From an optimization exercise on the open Yosys and OpenROAD flow, aimed at a short achievable clock period and few clock cycles per item; shortcuts taken in it are not production practice.
Where RTL was checked, it was by simulation tests only, not by an equivalence proof against the original.
The clock port is modelled as an ideal driver; clocking choices that lean on that would not hold on a real chip.
Power and IR drop assume default switching activity.

==> module ex_stage, before the edit <==
module ex_stage (
	input  logic                                      clock,
	input  logic                                      reset,
	input  logic [2-1:0]                 issue_valid,
	input  logic [2*2-1:0]               issue_unit,
	input  logic [2*3-1:0]               issue_op,
	input  logic [2*32-1:0]        issue_a,
	input  logic [2*32-1:0]        issue_b,
	input  logic [2*5-1:0]    issue_rob,
	input  logic [2*6-1:0]     issue_pr,
	output logic [2-1:0]              complete_valid,
	output logic [2*5-1:0] complete_rob,
	output logic [2*6-1:0]  complete_pr,
	output logic [2*32-1:0]     complete_value,
	output logic [3-1:0]                    unit_busy
);
	localparam int NW  = 2;
	localparam int NS  = 2;
	localparam int XL  = 32;
	localparam int RB  = 5;
	localparam int PB  = 6;
	logic [NW-1:0]    mul1_q;
	logic [NW*3-1:0]  op1_q;
	logic [NW*XL-1:0] a1_q, b1_q;
	logic [NW*RB-1:0] rob1_q;
	logic [NW*PB-1:0] pr1_q;
	logic             msel;
	assign msel = issue_valid[1] && (issue_unit[3:2] == ex_pkg::UNIT_MULT);
	always_ff @(posedge clock) begin
		for (int w = 0; w < NW; w++)
			mul1_q[w] <= issue_valid[w] && (issue_unit[w*2 +: 2] == ex_pkg::UNIT_MULT);
		op1_q  <= issue_op;
		a1_q   <= issue_a;
		b1_q   <= issue_b;
		rob1_q <= issue_rob;
		pr1_q  <= issue_pr;
	end
	assign unit_busy = '0;
	logic [NS-1:0] sv1_q;
	logic          swap;
	complete_arbiter arbiter_i (
		.clock(clock), .reset(reset),
		.lane_valid(issue_valid), .lane_rob(issue_rob),
		.slot_valid_q(sv1_q), .swap(swap)
	);
	ex_pkg::xlen_t row_x, row_y;
	exec_mult mult_i (
		.clock(clock), .sel(msel),
		.a(issue_a), .b(issue_b),
		.row_x(row_x), .row_y(row_y)
	);
	logic [NW*XL-1:0] lx, ly;
	logic [NW-1:0]    lc;
	for (genvar w = 0; w < NW; w++) begin : g_alu
		exec_alu alu_i (
			.clock(clock),
			.issue_a(issue_a[w*XL +: XL]), .issue_b(issue_b[w*XL +: XL]),
			.op(op1_q[w*3 +: 3]),
			.a(a1_q[w*XL +: XL]), .b(b1_q[w*XL +: XL]),
			.x(lx[w*XL +: XL]), .y(ly[w*XL +: XL]), .cin(lc[w])
		);
	end
	logic [NS-1:0]    sv2_q;
	logic [NS-1:0]    smul2_q;
	logic [NS*RB-1:0] srob2_q;
	logic [NS*PB-1:0] spr2_q;
	logic [NS*XL-1:0] sx2_q, sy2_q;
	logic [NS-1:0]    sc2_q;
	always_ff @(posedge clock) begin
		if (reset)
			sv2_q <= '0;
		else
			sv2_q <= sv1_q;
	end
	always_ff @(posedge clock) begin
		for (int s = 0; s < NS; s++) begin
			if (swap) begin
				smul2_q[s]          <= mul1_q[1-s];
				srob2_q[s*RB +: RB] <= rob1_q[(1-s)*RB +: RB];
				spr2_q[s*PB +: PB]  <= pr1_q[(1-s)*PB +: PB];
				sx2_q[s*XL +: XL]   <= lx[(1-s)*XL +: XL];
				sy2_q[s*XL +: XL]   <= ly[(1-s)*XL +: XL];
				sc2_q[s]            <= lc[1-s];
			end else begin
				smul2_q[s]          <= mul1_q[s];
				srob2_q[s*RB +: RB] <= rob1_q[s*RB +: RB];
				spr2_q[s*PB +: PB]  <= pr1_q[s*PB +: PB];
				sx2_q[s*XL +: XL]   <= lx[s*XL +: XL];
				sy2_q[s*XL +: XL]   <= ly[s*XL +: XL];
				sc2_q[s]            <= lc[s];
			end
		end
	end
	logic [NS*XL-1:0] slot_x, slot_y;
	logic [NS-1:0]    slot_cin;
	always_comb begin
		for (int s = 0; s < NS; s++) begin
			slot_x[s*XL +: XL] = smul2_q[s] ? row_x : sx2_q[s*XL +: XL];
			slot_y[s*XL +: XL] = smul2_q[s] ? row_y : sy2_q[s*XL +: XL];
			slot_cin[s]        = !smul2_q[s] && sc2_q[s];
		end
	end
	complete_sorter sorter_i (
		.clock(clock), .reset(reset),
		.slot_valid(sv2_q), .slot_rob(srob2_q), .slot_pr(spr2_q),
		.slot_x(slot_x), .slot_y(slot_y), .slot_cin(slot_cin),
		.complete_valid(complete_valid), .complete_rob(complete_rob),
		.complete_pr(complete_pr), .complete_value(complete_value)
	);
endmodule
Settings: LEC_CHECK=0, ABC_CLOCK_PERIOD_IN_PS=1500, CAP_MARGIN=20, CORE_MARGIN=2, CORE_UTILIZATION=50, CTS_BUF_LIST=sky130_fd_sc_hd__clkbuf_16, CTS_CLUSTER_DIAMETER=80, CTS_CLUSTER_SIZE=25, SETUP_SLACK_MARGIN=4.6, SLEW_MARGIN=20, TNS_END_PERCENT=100; clock period 6.5 ns.
standard.sh (not shown) runs the stock make flow with config.mk's settings and CLKGATE_MAP_FILE= SYNTH_SCRIPT=/design/flow/synth_recipe.tcl, a recipe that flattens the netlist after the stock synthesis.
==> flow/flow/run.sh <==
#!/bin/bash
set -euo pipefail
here=$(pwd)
export POST_CTS_TCL=$here/flow/post_cts.tcl
bash standard.sh ADDER_MAP_FILE= finish > $here/standard_flow.log 2>&1
==> flow/flow/post_cts.tcl <==
proc clk_collapse { maxport } {
  set block [ord::get_db_block]
  set cnet [$block findNet clock]
  while {1} {
    set loads {}
    foreach it [$cnet getITerms] { if {[$it isInputSignal]} { lappend loads $it } }
    set others [llength $loads]
    set best ""
    foreach it $loads {
      set inst [$it getInst]
      if {![string match "sky130_fd_sc_hd__clkbuf_*" [[$inst getMaster] getName]]} { continue }
      set n 0
      foreach o [[[$inst findITerm X] getNet] getITerms] { if {[$o isInputSignal]} { incr n } }
      if {$others - 1 + $n <= $maxport} { set best $inst; break }
    }
    if {$best eq ""} { break }
    set onet [[$best findITerm X] getNet]
    set sinks {}
    foreach o [$onet getITerms] { if {[$o isInputSignal]} { lappend sinks $o } }
    foreach o $sinks { $o disconnect; $o connect $cnet }
    puts "clk_collapse: removed [$best getName], the clock port now feeds [expr {$others - 1 + [llength $sinks]}] pins"
    [$best findITerm A] disconnect
    odb::dbInst_destroy $best
    odb::dbNet_destroy $onet
  }
}
clk_collapse 4
estimate_parasitics -placement
report_clock_latency
Rerun with:
--- a/flow/design.v
+++ b/flow/design.v
@@ -2004,5 +2004,8 @@
 		pr1_q  <= issue_pr;
 	end
-	assign unit_busy = '0;
+	logic [3-1:0] busy_q;
+	always_ff @(posedge clock)
+		busy_q <= {3{reset}};
+	assign unit_busy = busy_q;
 	logic [NS-1:0] sv1_q;
 	logic          swap;
- register-to-register slack gets better by 0.02 ns
- non-clock buffer count is lower by 31
- sequential share of layout area is higher by 0.28 points
- fmax is lower by 0.77%
- final cell count is lower by 0.50%
- combinational power is lower by about 3%
- count of clock-buffer cells in the layout does not change
- worst setup slack gets worse by 0.017 ns
Testbench counts after the change, summed over its fixed seeds: cycles 2,451, items 4,800.
No functional check of the RTL was part of the first run of this note.

========
== v6 ==
ex_stage, a different RTL version from the one above (not shown whole).
Size in the first run: roughly 860 flip-flops, ~260 I/O pins, ~41000 sq um of cells after synthesis.
==> module complete_sorter, before the edit <==
module complete_sorter #(
	parameter int PRE_LEVELS = 1
) (
	input  logic                                      clock,
	input  logic                                      reset,
	input  logic [2-1:0]              slot_valid,
	input  logic [2*5-1:0] slot_rob,
	input  logic [2*6-1:0]  slot_pr,
	input  logic [2*32-1:0]     slot_x,
	input  logic [2*32-1:0]     slot_y,
	input  logic [2-1:0]              slot_cin,
	output logic [2-1:0]              complete_valid,
	output logic [2*5-1:0] complete_rob,
	output logic [2*6-1:0]  complete_pr,
	output logic [2*32-1:0]     complete_value
);
	localparam int NS = 2;
	localparam int XL = 32;
	localparam int LV = $clog2(XL);
	logic [NS-1:0]    valid_q;
	logic [NS*5-1:0] rob_q;
	logic [NS*6-1:0]  pr_q;
	always_ff @(posedge clock) begin
		if (reset) begin
			valid_q        <= '0;
			complete_valid <= '0;
		end else begin
			valid_q        <= slot_valid;
			complete_valid <= valid_q;
		end
	end
	always_ff @(posedge clock) begin
		rob_q        <= slot_rob;
		pr_q         <= slot_pr;
		complete_rob <= rob_q;
		complete_pr  <= pr_q;
	end
	for (genvar s = 0; s < NS; s++) begin : g_slot
		logic [(LV+1)*XL-1:0] gl, pl;
		logic [XL-1:0]        hs;
		logic [XL-1:0]        g_q, p_q, hs_q;
		logic                 cin_q;
		logic [XL-1:0]        carry;
		assign hs = slot_x[s*XL +: XL] ^ slot_y[s*XL +: XL];
		assign pl[0 +: XL] = hs;
		assign gl[0 +: XL] = (slot_x[s*XL +: XL] & slot_y[s*XL +: XL])
			| {{(XL-1){1'b0}}, hs[0] & slot_cin[s]};
		for (genvar l = 0; l < LV; l++) begin : g_lvl
			logic [XL-1:0] gi, pi;
			if (l < PRE_LEVELS) begin : g_pre
				assign gi = gl[l*XL +: XL];
				assign pi = pl[l*XL +: XL];
			end else if (l == PRE_LEVELS) begin : g_cut
				assign gi = g_q;
				assign pi = p_q;
			end else begin : g_post
				assign gi = gl[l*XL +: XL];
				assign pi = pl[l*XL +: XL];
			end
			for (genvar i = 0; i < XL; i++) begin : g_bit
				if (i >= (1 << l)) begin : g_op
					assign gl[(l+1)*XL + i] = gi[i] | (pi[i] & gi[i - (1 << l)]);
					assign pl[(l+1)*XL + i] = pi[i] & pi[i - (1 << l)];
				end else begin : g_pass
					assign gl[(l+1)*XL + i] = gi[i];
					assign pl[(l+1)*XL + i] = pi[i];
				end
			end
		end
		always_ff @(posedge clock) begin
			g_q   <= gl[PRE_LEVELS*XL +: XL];
			p_q   <= pl[PRE_LEVELS*XL +: XL];
			hs_q  <= hs;
			cin_q <= slot_cin[s];
		end
		assign carry = {gl[LV*XL +: XL-1], cin_q};
		always_ff @(posedge clock)
			complete_value[s*XL +: XL] <= hs_q ^ carry;
	end
endmodule
export LEC_CHECK = 0
export ABC_CLOCK_PERIOD_IN_PS = 1500
export CAP_MARGIN = 20
export CORE_MARGIN = 2
export CORE_UTILIZATION = 50
export CTS_BUF_LIST = sky130_fd_sc_hd__clkbuf_16
export CTS_CLUSTER_DIAMETER = 80
export CTS_CLUSTER_SIZE = 25
export SETUP_SLACK_MARGIN = 4.6
export SLEW_MARGIN = 20
export TNS_END_PERCENT = 100
create_clock -name core_clock -period 6.5 [get_ports {clock}]
Scripts as last shown in full above: flow/flow/run.sh, flow/flow/post_cts.tcl
diff inputs: v6 => v38
--- a/flow/design.v
+++ b/flow/design.v
@@ -1831,7 +1831,7 @@
 endmodule
 `timescale 1ns/1ps
 module complete_sorter #(
-	parameter int PRE_LEVELS = 1
+	parameter int PRE_LEVELS = 0
 ) (
 	input  logic                                      clock,
 	input  logic                                      reset,
[summary]
v38 was carried through to the last stage, and its layout satisfied the timing, design-rule and antenna checks. [v38 vs v6] x dimension of the die: lower in v38. Sequential cell area for v38: about 6% down relative to v6. Wire: v38 routes less than v6. In terms of via total after detailed routing, v38 and v6 differ only marginally. First element of the critical path = issue_rob[5]: v38; first element of the critical path = issue_rob[7]: v6. Maximum number of pins on one net before global-route repair ended up 46% lower on v38 than on v6. Between v38 and v6, the difference in number of remaining DRC errors is negligible.
No run of this note included a check of the RTL's function; only the layout flow was run.

========
Another version of the RTL of ex_stage (not shown whole).
Size in the first run: about 4100 cells after synthesis, roughly 1200 flip-flops, roughly 260 I/O pins, ~47000 um^2 of cells after synthesis.
// ex_stage
module ex_stage (
	input  logic                                      clock,
	input  logic                                      reset,
	input  logic [2-1:0]                 issue_valid,
	input  logic [2*2-1:0]               issue_unit,
	input  logic [2*3-1:0]               issue_op,
	input  logic [2*32-1:0]        issue_a,
	input  logic [2*32-1:0]        issue_b,
	input  logic [2*5-1:0]    issue_rob,
	input  logic [2*6-1:0]     issue_pr,
	output logic [2-1:0]              complete_valid,
	output logic [2*5-1:0] complete_rob,
	output logic [2*6-1:0]  complete_pr,
	output logic [2*32-1:0]     complete_value,
	output logic [3-1:0]                    unit_busy
);
	localparam int NW  = 2;
	localparam int NS  = 2;
	localparam int XL  = 32;
	localparam int RB  = 5;
	localparam int PB  = 6;
	logic [NW-1:0]    v1_q;
	logic [NW-1:0]    mul1_q;
	logic [NW*3-1:0]  op1_q;
	logic [NW*XL-1:0] a1_q, b1_q;
	logic [NW*RB-1:0] rob1_q;
	logic [NW*PB-1:0] pr1_q;
	logic [3-1:0] busy_q;
	logic             msel;
	assign msel = issue_valid[1] && (issue_unit[3:2] == ex_pkg::UNIT_MULT);
	always_ff @(posedge clock) begin
		if (reset)
			v1_q <= '0;
		else
			v1_q <= issue_valid;
	end
	always_ff @(posedge clock)
		busy_q <= {3{reset}};
	always_ff @(posedge clock) begin
		for (int w = 0; w < NW; w++)
			mul1_q[w] <= issue_unit[w*2 +: 2] == ex_pkg::UNIT_MULT;
		op1_q  <= issue_op;
		a1_q   <= issue_a;
		b1_q   <= issue_b;
		rob1_q <= issue_rob;
		pr1_q  <= issue_pr;
	end
	assign unit_busy = busy_q;
	ex_pkg::xlen_t row_x, row_y;
	exec_mult mult_i (
		.clock(clock),
		.a(msel ? issue_a[XL +: XL] : issue_a[0 +: XL]),
		.b(msel ? issue_b[XL +: XL] : issue_b[0 +: XL]),
		.row_x(row_x), .row_y(row_y)
	);
	logic [NW*XL-1:0] lx, ly;
  ...
export LEC_CHECK = 0
export ABC_CLOCK_PERIOD_IN_PS = 1500
export CAP_MARGIN = 20
export CORE_MARGIN = 2
export CORE_UTILIZATION = 50
export CTS_BUF_LIST = sky130_fd_sc_hd__clkbuf_16
export CTS_CLUSTER_DIAMETER = 80
export CTS_CLUSTER_SIZE = 25
export SETUP_SLACK_MARGIN = 4.6
export SLEW_MARGIN = 20
export TNS_END_PERCENT = 100
create_clock -name core_clock -period 6.5 [get_ports {clock}]
==> flow/flow/run.sh <==
#!/bin/bash
set -euo pipefail
here=$(pwd)
export POST_CTS_TCL=$here/flow/post_cts.tcl
bash standard.sh finish > $here/standard_flow.log 2>&1
Scripts as last shown in full above: flow/flow/post_cts.tcl
Testbench counts at the start, summed over its fixed seeds: cycles 2,459, items 4,800.
Then changed:
--- a/flow/design.v
+++ b/flow/design.v
@@ -48,32 +48,39 @@
 			default:          x = '0;
 		endcase
 	end
 endmodule
 `timescale 1ns/1ps
 module exec_mult (
-	input  logic                clock,
-	input  logic [32-1:0] a,
-	input  logic [32-1:0] b,
-	output logic [32-1:0] row_x,
-	output logic [32-1:0] row_y
+	input  logic                  clock,
+	input  logic                  sel,
+	input  logic [2*32-1:0] a,
+	input  logic [2*32-1:0] b,
+	output logic [32-1:0]   row_x,
+	output logic [32-1:0]   row_y
 );
 	localparam int ND = 32 / 2;
 	logic [32-1:0] mcand_q;
 	logic [ND-1:0]       one_q, two_q, neg_q;
-	logic [32:0]   bx;
-	assign bx = {b, 1'b0};
-	always_ff @(posedge clock) begin
-		mcand_q <= a;
-		for (int i = 0; i < ND; i++) begin
-			one_q[i] <= bx[2*i+1] ^ bx[2*i];
-			two_q[i] <= (bx[2*i+2] & ~bx[2*i+1] & ~bx[2*i])
+	logic [1:0][ND-1:0]  one_w, two_w, neg_w;
+	for (genvar w = 0; w < 2; w++) begin : g_way
+		logic [32:0] bx;
+		assign bx = {b[w*32 +: 32], 1'b0};
+		for (genvar i = 0; i < ND; i++) begin : g_digit
+			assign one_w[w][i] = bx[2*i+1] ^ bx[2*i];
+			assign two_w[w][i] = (bx[2*i+2] & ~bx[2*i+1] & ~bx[2*i])
 				| (~bx[2*i+2] & bx[2*i+1] & bx[2*i]);
-			neg_q[i] <= bx[2*i+2];
+			assign neg_w[w][i] = bx[2*i+2];
 		end
 	end
+	always_ff @(posedge clock) begin
+		mcand_q <= sel ? a[32 +: 32] : a[0 +: 32];
+		one_q   <= sel ? one_w[1] : one_w[0];
+		two_q   <= sel ? two_w[1] : two_w[0];
+		neg_q   <= sel ? neg_w[1] : neg_w[0];
+	end
 	logic pp_0_0;
 	logic pp_0_1;
 	logic pp_0_2;
 	logic pp_0_3;
 	logic pp_0_4;
 	logic pp_0_5;
@@ -2103,15 +2110,14 @@
 		rob1_q <= issue_rob;
 		pr1_q  <= issue_pr;
 	end
 	assign unit_busy = busy_q;
 	ex_pkg::xlen_t row_x, row_y;
 	exec_mult mult_i (
-		.clock(clock),
-		.a(msel ? issue_a[XL +: XL] : issue_a[0 +: XL]),
-		.b(msel ? issue_b[XL +: XL] : issue_b[0 +: XL]),
+		.clock(clock), .sel(msel),
+		.a(issue_a), .b(issue_b),
 		.row_x(row_x), .row_y(row_y)
 	);
 	logic [NW*XL-1:0] lx, ly;
 	logic [NW-1:0]    lc;
 	logic [NS-1:0]    slot_valid;
 	logic             swap;
Effect:
- first-iteration DRC count stays the same
- setup slack barely changes
- non-clock buffer count goes down by 1
- maximum frequency barely changes
- wire length hardly moves
- sequential power barely changes
No functional check of the RTL was part of the second run of this note.

[what the ideal ports hide]
No port has a modelled driver above. Below, the same layouts with a new extraction and two added sets of constraints. Step 1: set_driving_cell puts a clkbuf_16 on clock and a buf_2 on each other input, an assumption about the parent block. Step 2 moves the port delays by t, midway between the first and last clock arrival at a register: inputs arrive t later, outputs are due t later. That takes back most of the time a late clock gives input paths. Slacks: ideal / step 1 / step 2; pairs: ideal / step 1.
run	t, ns	slack for setup (ns)	worst hold slack (ns)
the first run of note 1	0.582	4.284 / 4.137 / 3.936	0.321 / 0.321 / 0.321
the second run of note 1	0.577	4.267 / 4.131 / 3.980	0.326 / 0.326 / 0.326
v6	0.581	4.064 / 4.074 / 3.598	0.319 / 0.319 / 0.319
v38	0.573	4.067 / 4.115 / 3.592	0.318 / 0.318 / 0.318
the first run of note 3	0.644	4.241 / 4.085 / 3.784	0.329 / 0.329 / 0.329
the second run of note 3	0.625	4.240 / 4.097 / 3.988	0.326 / 0.326 / 0.326
After both steps every run listed still meets setup and hold. The setup slack of v38, which loses most, moves by +0.048 ns with the drivers and by -0.475 ns with both steps.
